Context: an optimization exercise on an open-source flow, tuned for small area. The choices shown serve that exercise and are no tape-out recipe. The RTL was checked by simulation tests, not by an equivalence proof against the original design. Power figures rest on the tool's default switching activity, not on a simulated workload.

[flow/design.v]
package proto_pkg;
    localparam logic [7:0] HOST_MAGIC = 8'h77;   
    typedef enum logic [1:0] {
        RX_TLP  = 2'b00,   
        RX_CFG  = 2'b01,   
        RX_LOOP = 2'b10,
        RX_CMD  = 2'b11
    } rx_type_t;
    typedef enum logic [1:0] {
        TAG_LOOP = 2'b10,
        TAG_RESP = 2'b11
    } tx_tag_t;
    typedef struct packed {
        logic [31:0] payload;    
        logic [19:0] rsvd;       
        logic [1:0]  ctx;        
        rx_type_t    rtype;      
        logic [7:0]  magic;      
    } rx_loop_t;
    typedef struct packed {
        logic [15:0] value;      
        logic [15:0] mask;       
        logic [15:0] addr;       
        logic [1:0]  rsvd_hi;    
        logic        wr;         
        logic        rd;         
        logic [1:0]  rsvd_lo;    
        rx_type_t    rtype;      
        logic [7:0]  magic;      
    } rx_cmd_t;
    typedef union packed {
        rx_loop_t loop;
        rx_cmd_t  cmd;
    } rx_word_u;
    typedef struct packed {
        logic [1:0]  ctx;
        logic [31:0] data;
    } fifo_entry_t;
endpackage
package regmap_pkg;
    localparam int unsigned RO_BYTES = 16;
    localparam int unsigned RW_BYTES = 8;
    localparam int unsigned RO_AW    = $clog2(RO_BYTES);   
    localparam int unsigned RW_AW    = $clog2(RW_BYTES);   
    localparam logic [15:0] RO_MAGIC      = 16'hab89;
    localparam logic [15:0] RW_MAGIC      = 16'hefcd;
    localparam logic [7:0]  VERSION_MAJOR = 8'h01;
    localparam logic [7:0]  VERSION_MINOR = 8'h02;
    localparam logic [7:0]  DEVICE_ID     = 8'h05;
    localparam logic [31:0] CUSTOM_VALUE  = 32'hc0ffee01;
    localparam int unsigned RW_ADDR_CTRL    = 2;
    localparam int unsigned RW_ADDR_COUNT   = 4;
    localparam int unsigned RW_ADDR_SCRATCH = 6;
    localparam int unsigned CTRL_SEND_EN    = 0;   
    localparam logic [15:0] COUNT_TAG_ADDR = 16'hfffe;   
    localparam logic [RO_BYTES*8-1:0] RO_IMAGE = {
        CUSTOM_VALUE,                                    
        8'h00, DEVICE_ID,                                
        VERSION_MINOR, VERSION_MAJOR,                    
        32'(RO_BYTES),                                   
        16'h0000,                                        
        RO_MAGIC                                         
    };
    localparam logic [RW_BYTES*8-1:0] RW_RESET = {
        16'h0000,                                        
        16'h0000,                                        
        16'h0000,                                        
        RW_MAGIC                                         
    };
    localparam int unsigned FIFO_DEPTH = 16;
    localparam int unsigned FIFO_AFULL = 12;
    localparam int unsigned FIFO_PTR_W = $clog2(FIFO_DEPTH);
endpackage
`timescale 1ns/100ps
import proto_pkg::*;
import regmap_pkg::*;
module cmd_engine
(
    input  logic     clk,
    input  logic     rst,
    input  proto_pkg::rx_word_u i_rx_data,
    input  logic     i_rx_valid,
    output logic        loop_q_wr_en,
    output proto_pkg::fifo_entry_t loop_q_wr_data,
    input  logic        loop_q_almost_full,
    output logic        resp_q_wr_en,
    output proto_pkg::fifo_entry_t resp_q_wr_data,
    input  logic        resp_q_almost_full
);
    logic        magic_ok;
    logic        is_loop;
    logic        is_cmd;
    assign magic_ok = i_rx_valid && (i_rx_data.loop.magic == HOST_MAGIC);
    assign is_loop  = magic_ok && (i_rx_data.loop.rtype == RX_LOOP);
    assign is_cmd   = magic_ok && (i_rx_data.cmd.rtype == RX_CMD);   
    logic [RW_BYTES*8-1:0] rw_q;         
    logic [15:0]           cmd_addr;
    logic [14:0]           byte_off;
    logic                  bank_rw;
    logic [15:0]           cmd_value;
    logic [15:0]           cmd_mask;
    logic                  ro_hit;
    logic                  rw_hit;
    logic [RO_AW+2:0]      ro_bit;       
    logic [RW_AW+2:0]      rw_bit;       
    logic [15:0]           rd_word;
    logic [15:0]           rw_old;
    logic [15:0]           rw_new;
    logic                  do_read;
    logic                  do_write;
    assign cmd_addr  = i_rx_data.cmd.addr;
    assign bank_rw   = cmd_addr[15];
    assign byte_off  = cmd_addr[14:0];
    assign cmd_value = {i_rx_data.cmd.value[7:0], i_rx_data.cmd.value[15:8]};   
    assign cmd_mask  = {i_rx_data.cmd.mask[7:0], i_rx_data.cmd.mask[15:8]};
    assign ro_hit = !bank_rw && (byte_off <= 15'(RO_BYTES - 2));
    assign rw_hit =  bank_rw && (byte_off <= 15'(RW_BYTES - 2));
    assign ro_bit = {byte_off[RO_AW-1:0], 3'b000};
    assign rw_bit = {byte_off[RW_AW-1:0], 3'b000};
    assign rd_word = ro_hit ? regmap_pkg::RO_IMAGE[ro_bit +: 16] :
                     rw_hit ? rw_q[rw_bit +: 16]     : 16'h0000;   
    assign rw_old = rw_q[rw_bit +: 16];
    assign rw_new = (rw_old & ~cmd_mask) | (cmd_value & cmd_mask);
    assign do_read  = is_cmd && i_rx_data.cmd.rd;
    assign do_write = is_cmd && i_rx_data.cmd.wr && rw_hit;      
    logic [15:0] send_count;
    logic        send_en;
    logic        do_count;
    assign send_count = rw_q[RW_ADDR_COUNT*8 +: 16];
    assign send_en    = rw_q[RW_ADDR_CTRL*8 + CTRL_SEND_EN];
    assign do_count   = !do_read && !do_write && !resp_q_almost_full &&
                        send_en && (send_count != 16'h0000);    
    always_ff @(posedge clk)
    begin
        if (rst)
        begin
            loop_q_wr_en <= 1'b0;
            resp_q_wr_en <= 1'b0;
            rw_q         <= RW_RESET;                    
        end
        else
        begin
            loop_q_wr_en <= is_loop;
            resp_q_wr_en <= do_read || do_count;
            if (do_write)
                rw_q[rw_bit +: 16] <= rw_new;
            else if (do_count)
                rw_q[RW_ADDR_COUNT*8 +: 16] <= send_count - 16'd1;   
        end
    end
    always_ff @(posedge clk)
    begin
        loop_q_wr_data.ctx  <= i_rx_data.loop.ctx;
        loop_q_wr_data.data <= i_rx_data.loop.payload;
        resp_q_wr_data.ctx  <= 2'b00;
        if (do_read)
            resp_q_wr_data.data <= {cmd_addr, rd_word[7:0], rd_word[15:8]};   
        else
            resp_q_wr_data.data <= {COUNT_TAG_ADDR, send_count};
    end
endmodule
`timescale 1ns/100ps
import proto_pkg::*;
import regmap_pkg::*;
module sync_fifo
(
    input  logic        clk,
    input  logic        rst,
    input  logic        q_wr_en,         
    input  proto_pkg::fifo_entry_t q_wr_data,
    output logic        q_almost_full,   
    input  logic        q_rd_en,         
    output proto_pkg::fifo_entry_t q_rd_data,       
    output logic        q_rd_valid
);
    logic [33:0]           store [0:FIFO_DEPTH-1];   
    logic [FIFO_PTR_W-1:0] wr_ptr;           
    logic [FIFO_PTR_W-1:0] rd_ptr;
    logic [FIFO_PTR_W:0]   fill;             
    logic                  full;
    logic                  push;
    logic                  pop;
    assign full = (fill == (FIFO_PTR_W+1)'(FIFO_DEPTH));
    assign push = q_wr_en && !full;          
    assign pop  = q_rd_en && q_rd_valid;
    always_ff @(posedge clk)
    begin
        if (rst)
        begin
            wr_ptr <= '0;
            rd_ptr <= '0;
            fill   <= '0;
        end
        else
        begin
            if (push)
                wr_ptr <= wr_ptr + 1'b1;
            if (pop)
                rd_ptr <= rd_ptr + 1'b1;
            fill <= fill + (FIFO_PTR_W+1)'(push) - (FIFO_PTR_W+1)'(pop);
        end
    end
    always_ff @(posedge clk)
    begin
        if (push)
            store[wr_ptr] <= q_wr_data;
    end
    assign q_rd_data     = store[rd_ptr];
    assign q_rd_valid    = (fill != '0);
    assign q_almost_full = (fill >= (FIFO_PTR_W+1)'(FIFO_AFULL));   
endmodule
`timescale 1ns/100ps
import proto_pkg::*;
module tx_arbiter
(
    input  logic        clk,
    input  logic        rst,
    output logic        loop_q_rd_en,
    input  proto_pkg::fifo_entry_t loop_q_rd_data,
    input  logic        loop_q_rd_valid,
    output logic        resp_q_rd_en,
    input  proto_pkg::fifo_entry_t resp_q_rd_data,
    input  logic        resp_q_rd_valid,
    output logic [31:0] o_tx_data,
    output proto_pkg::tx_tag_t     o_tx_tag,
    output logic [1:0]  o_tx_ctx,
    output logic        o_tx_valid,
    input  logic        i_tx_ready
);
    logic        load_ok;                    
    logic        pop_any;
    proto_pkg::fifo_entry_t pick;
    assign load_ok = !o_tx_valid || i_tx_ready;
    assign pop_any = load_ok && (loop_q_rd_valid || resp_q_rd_valid);
    assign pick    = loop_q_rd_valid ? loop_q_rd_data : resp_q_rd_data;
    assign loop_q_rd_en = load_ok && loop_q_rd_valid;
    assign resp_q_rd_en = load_ok && !loop_q_rd_valid && resp_q_rd_valid;   
    always_ff @(posedge clk)
    begin
        if (rst)
        begin
            o_tx_valid <= 1'b0;
            o_tx_tag   <= TAG_LOOP;
        end
        else if (load_ok)
        begin
            o_tx_valid <= pop_any;
            if (pop_any)
                o_tx_tag <= loop_q_rd_valid ? TAG_LOOP : TAG_RESP;
        end
    end
    always_ff @(posedge clk)
    begin
        if (pop_any)
        begin
            o_tx_data <= pick.data;
            o_tx_ctx  <= pick.ctx;
        end
    end
endmodule
`timescale 1ns/100ps
import proto_pkg::*;
module fifo_ctl_top
(
    input  logic        clk,
    input  logic        rst,
    input  logic [63:0] i_rx_data,           
    input  logic        i_rx_valid,
    output logic [31:0] o_tx_data,
    output logic [1:0]  o_tx_tag,            
    output logic [1:0]  o_tx_ctx,
    output logic        o_tx_valid,
    input  logic        i_tx_ready
);
    logic        loop_q_wr_en,   resp_q_wr_en;
    proto_pkg::fifo_entry_t loop_q_wr_data, resp_q_wr_data;
    logic        loop_q_almost_full, resp_q_almost_full;
    logic        loop_q_rd_en,   resp_q_rd_en;
    proto_pkg::fifo_entry_t loop_q_rd_data, resp_q_rd_data;
    logic        loop_q_rd_valid, resp_q_rd_valid;
    cmd_engine u_cmd_engine (
        .clk        (clk),
        .rst        (rst),
        .i_rx_data  (i_rx_data),
        .i_rx_valid (i_rx_valid),
        .loop_q_wr_en       (loop_q_wr_en),
        .loop_q_wr_data     (loop_q_wr_data),
        .loop_q_almost_full (loop_q_almost_full),
        .resp_q_wr_en       (resp_q_wr_en),
        .resp_q_wr_data     (resp_q_wr_data),
        .resp_q_almost_full (resp_q_almost_full)
    );
    sync_fifo u_loop_fifo (
        .clk (clk),
        .rst (rst),
        .q_wr_en       (loop_q_wr_en),
        .q_wr_data     (loop_q_wr_data),
        .q_almost_full (loop_q_almost_full),
        .q_rd_en       (loop_q_rd_en),
        .q_rd_data     (loop_q_rd_data),
        .q_rd_valid    (loop_q_rd_valid)
    );
    sync_fifo u_resp_fifo (
        .clk (clk),
        .rst (rst),
        .q_wr_en       (resp_q_wr_en),
        .q_wr_data     (resp_q_wr_data),
        .q_almost_full (resp_q_almost_full),
        .q_rd_en       (resp_q_rd_en),
        .q_rd_data     (resp_q_rd_data),
        .q_rd_valid    (resp_q_rd_valid)
    );
    tx_arbiter u_tx_arbiter (
        .clk        (clk),
        .rst        (rst),
        .loop_q_rd_en    (loop_q_rd_en),
        .loop_q_rd_data  (loop_q_rd_data),
        .loop_q_rd_valid (loop_q_rd_valid),
        .resp_q_rd_en    (resp_q_rd_en),
        .resp_q_rd_data  (resp_q_rd_data),
        .resp_q_rd_valid (resp_q_rd_valid),
        .o_tx_data  (o_tx_data),
        .o_tx_tag   (o_tx_tag),
        .o_tx_ctx   (o_tx_ctx),
        .o_tx_valid (o_tx_valid),
        .i_tx_ready (i_tx_ready)
    );
endmodule
[flow/run.sh]
#!/bin/bash
# synth_recipe.tcl (not shown) runs the flow's synth.tcl, then flattens the netlist and writes it again
# the make line also repeats each setting of config.mk as NAME=value (left out here)
make -C /OpenROAD-flow-scripts/flow DESIGN_CONFIG=/design/flow/config.mk WORK_HOME=/design/flow/orfs CLKGATE_MAP_FILE= SYNTH_SCRIPT=/design/flow/synth_recipe.tcl finish
[flow/config.mk]
export PLATFORM = sky130hd
export DESIGN_NAME = fifo_ctl_top
export DESIGN_NICKNAME = fifo_ctl_top
export VERILOG_FILES = /design/flow/design.v
export SDC_FILE = /design/flow/constraint.sdc
export NUM_CORES = 4
export LEC_CHECK = 0
export CAP_MARGIN = 20
export CORE_MARGIN = 2
export CORE_UTILIZATION = 40
export SLEW_MARGIN = 20
[flow/constraint.sdc]
create_clock -name core_clock -period 4.0 [get_ports {clk}]
set_input_delay 0.8000 -clock core_clock [delete_from_list [all_inputs] [get_ports {clk}]]
set_output_delay 0.8000 -clock core_clock [all_outputs]
set_load 0.01 [all_outputs]
==> results by group <==
Timing
  • Setup_tns: 0 ps
  • Fmax: 0.321 GHz
  • Hold Vio Cnt, Final: 0
  • Worst slew pin tran: 983 ps
  • # setup viols final: 0
  • Period utilization: 77.8%
  • Worst hold slack: 466 ps
  • RSZ-0062 raised after global routing: no
  • Final Slew Violations: 0
  • Slew headroom: 34.4%
  • Setup Skew: 26.2 ps
  • Period minus WS final: 3110 ps

Route
  • Total Wirelength: 131000 um
  • DR WL met3: 9870 um
  • Wire per inst: 29.0 um
  • First-pass DRT Iterations: 6
  • DRC viols: 0
  • Top Metal Used: met4
  • Metal2 WL: 60800 um
  • Routed Antenna Nets: 0
  • Starting DRT DRC Count: 2783
  • Metal-1 WL: 56300 um
  • Average vias per placed instance: 5.68
  • Vias after detailed routing: 25700

Synth
  • Yosys cell types: 86
  • Dominant cell type by area after synthesis: edfxtp_1
  • Sequential share of the synthesized area: 72.6%
  • Synthesized Nets: 2632
  • Largest cells by area after synthesis: edfxtp_1 66%, mux4_2 15%, dfxtp_1 6.8%
  • Synth warn: 3
  • Synth top cells by count: 1090 x edfxtp_1, 334 x mux4_2, 168 x dfxtp_1
  • Mapped Area: 49700 um^2
  • Post-synth EDFFs: 1090
  • Cell count after synthesis: 2528
  • #FFs+latches synth: 1258
  • Synth top area share: 65.9%
  • Most numerous cell in the Yosys netlist: edfxtp_1
  • Prevailing post-synth register cell: edfxtp_1
  • Mean area per synthesized cell: 19.7 um^2
  • Fraction of registers with async set/reset: 0%

Final layout
  • Finished layout cell area: 58200 um^2
  • Final net count: 2881
  • Area Overhead vs Synth: 17.1%
  • Share of post-route cells with drive strength above 1: 27.8%
  • Area of the multi-input gates: 13000 um^2
  • Register area: 36100 um^2
  • Fill count: 10200

Setup path
  • Crit path arrival time: 3800 ps
  • Crit path max fanout: 14
  • Worst EP required: 4690 ps
  • CP Capture Type: flop
  • Type of origin of the critical path: primary input
  • Crit path kind: in2reg

Placement
  • Placed cell area: 53800 um^2
  • IO buf count: 101
  • Dpl hpwl: 82700 um
  • Gpl congestion: 0.926

Power and ir drop
  • Leakage: 18.7 nW
  • Peak supply drop: 0.460 mV
  • Power density cells: 559 nW/um^2
  • Overall power: 0.0326 W

Flow run
  • # Max-Cap Violations: 0

Clock tree
  • Worst-case clock buffer depth: 3
  • H-Tree Depth: 4
  • Later-pin clock latency in the skew report: 740 ps
  • Clock tree from TritonCTS: built
  • Post-CTS Setup Bufs: 0
  • Hold_buf cts: 0
  • Clk root buf: clkbuf_16
  • Num CTS Buffers: 133
  • Post-CTS Resized: 0
  • Sink Count: 1258
  • Clk slew on worst S/H paths: 60 ps

Outcome
  • Status: complete, no violations

Floorplanning
  • Row Count: 129
  • # IOs: 105
  • Placeable Area: 123000 um^2
  • Die height: 356 um
  • Die area: 127000 um^2
  • Starting Density: 40.2%
  • Die width: 356 um

Global route
  • Largest net degree at the start of global routing: 65
  • First-pass GRT wire length: 188000 um
  • Number of global-route vias before repair: 26400
  • Initial antenna violation count: 9
  • GR Overflow Total: 0
  • GRT Total Usage: 20.8%

Worst hold path
  • HP Class: reg2reg
-- sequential cells by signal, summed over array words and instances, names as in the netlist, 5 cells and up, named ones only --
register                     count
u_resp_fifo.store              512
u_loop_fifo.store              544
u_cmd_engine.loop_q_wr_data     34
u_cmd_engine.rw_q               64
u_cmd_engine.resp_q_wr_data     32
u_tx_arbiter.o_tx_data          32
u_loop_fifo.fill                 5
u_resp_fifo.fill                 5
-- metal layers --
metal | track usage [%] | up-vias
met3 | 4.75 | 206
li1 | - | 10900
met5 | 0 | -
met2 | 31.8 | 988
met4 | 7.65 | 0
met1 | 29.3 | 13600
-- worst max-delay path, cell delays in order --
cell and delay (ps):
clkdlybuf4s50_1 430, clkinv_1 80, ha_1 320, ha_1 350, inv_1 140, ha_1 490, buf_4 270, a21oi_1 180
o21ai_0 250, o22ai_1 310, a22o_1 160
-- through the flow --
| step | instances | util (%) | setup WS, ps |
|---|---|---|---|
| after floorplan | 2528 | - | 97.8 |
| after global placement | 4279 | 43.6 | 189 |
| after detailed placement | 4279 | 43.6 | 162 |
| after CTS | 4526 | 47.1 | 961 |
| after global routing | 4526 | 47.1 | 679 |
| final | 4528 | 47.1 | 888 |
-- report_power, final --
part / switching [W] / total, W / leakage [nW] / internal (W)
clock: 0.00499 / 0.0123 / 2.13 / 0.00729
sequential: 0.000476 / 0.0151 / 11.7 / 0.0146
combinational: 0.00255 / 0.00523 / 4.94 / 0.00268
total: 0.00801 / 0.0326 / 18.7 / 0.0245
-- layout make-up --
class | instances | share of cell area (%)
diodes | 2 | 0.00860
clock buffers | 189 | 6.46
clock inverters | 58 | 1.05
inverters | 50 | 0.322
multi-input cells | 1086 | 22.4
flip-flops and latches | 1258 | 62.0
well taps | 1637 | 3.52
repair buffers | 248 | 4.19
-- final timing paths --
| check | startpoint | endpoint | slack (ps) | depth (start not counted) |
|---|---|---|---|---|
| worst max-delay path | i_rx_data[17] | u_cmd_engine.rw_q[22]$_SDFFE_PP0N_ | 890 | 11 |
| worst min-delay path | u_tx_arbiter.o_tx_tag[0]$_SDFFE_PP0P_ | u_tx_arbiter.o_tx_tag[0]$_SDFFE_PP0P_ | 470 | 2 |
| worst max register to register | u_loop_fifo.fill[3]$_SDFF_PP0_ | u_loop_fifo.fill[4]$_SDFF_PP0_ | 990 | 14 |
| worst min register to register | u_tx_arbiter.o_tx_tag[0]$_SDFFE_PP0P_ | u_tx_arbiter.o_tx_tag[0]$_SDFFE_PP0P_ | 470 | 2 |
-- kinds of logic (layout without fill, tap and decap cells) --
logic type / Yosys count / after routing / synth area share, %
DFF: 1258 / 1258 / 72.6
muxes: 431 / 431 / 17.2
and+or+nand+nor: 356 / 356 / 3.72
AOI/OAI and AO/OA: 236 / 236 / 3.38
buffers and inverters: 184 / 545 / 1.64
adders and majority gates: 36 / 36 / 0.937
xor gates and xnor gates: 26 / 26 / 0.458
other: 1 / 3 / 0.00755
-- cells in the final DEF (no fill, tap or decap), types with 34 or more instances in the layout --
| master | instances |
|---|---|
| buf_4 | 120 |
| clkbuf_1 | 40 |
| mux2i_1 | 49 |
| inv_1 | 47 |
| clkdlybuf4s50_1 | 98 |
| clkbuf_16 | 139 |
| a21oi_1 | 40 |
| nor2_1 | 70 |
| dfxtp_1 | 160 |
| nand2_1 | 80 |
| mux4_2 | 334 |
| ha_1 | 34 |
| mux2_2 | 48 |
| edfxtp_1 | 1090 |
| o21ai_0 | 39 |

what the ideal ports hide:
The results above use ideal ports. As a check the final layout listed here was re-extracted and re-timed, cells and wires unchanged. Step 1: set_driving_cell puts a clkbuf_16 on clk and a buf_2 on each other input, an assumption about the parent block. Step 2 moves the port delays by t, midway between the first and last clock arrival at a register: inputs arrive t later, outputs are due t later. That takes back most of the time a late clock gives input paths. Three values: no drivers, after step 1, after step 2; two values: the first two.
shift t [ns]: 0.801
setup slack, ns: 0.888 / 0.937 / 0.136
worst slew at a driven data input, ns: 0.05
After both steps this run still meets setup and hold. For this run, drivers alone change the setup slack by +0.049 ns; drivers and shift together by -0.752 ns.
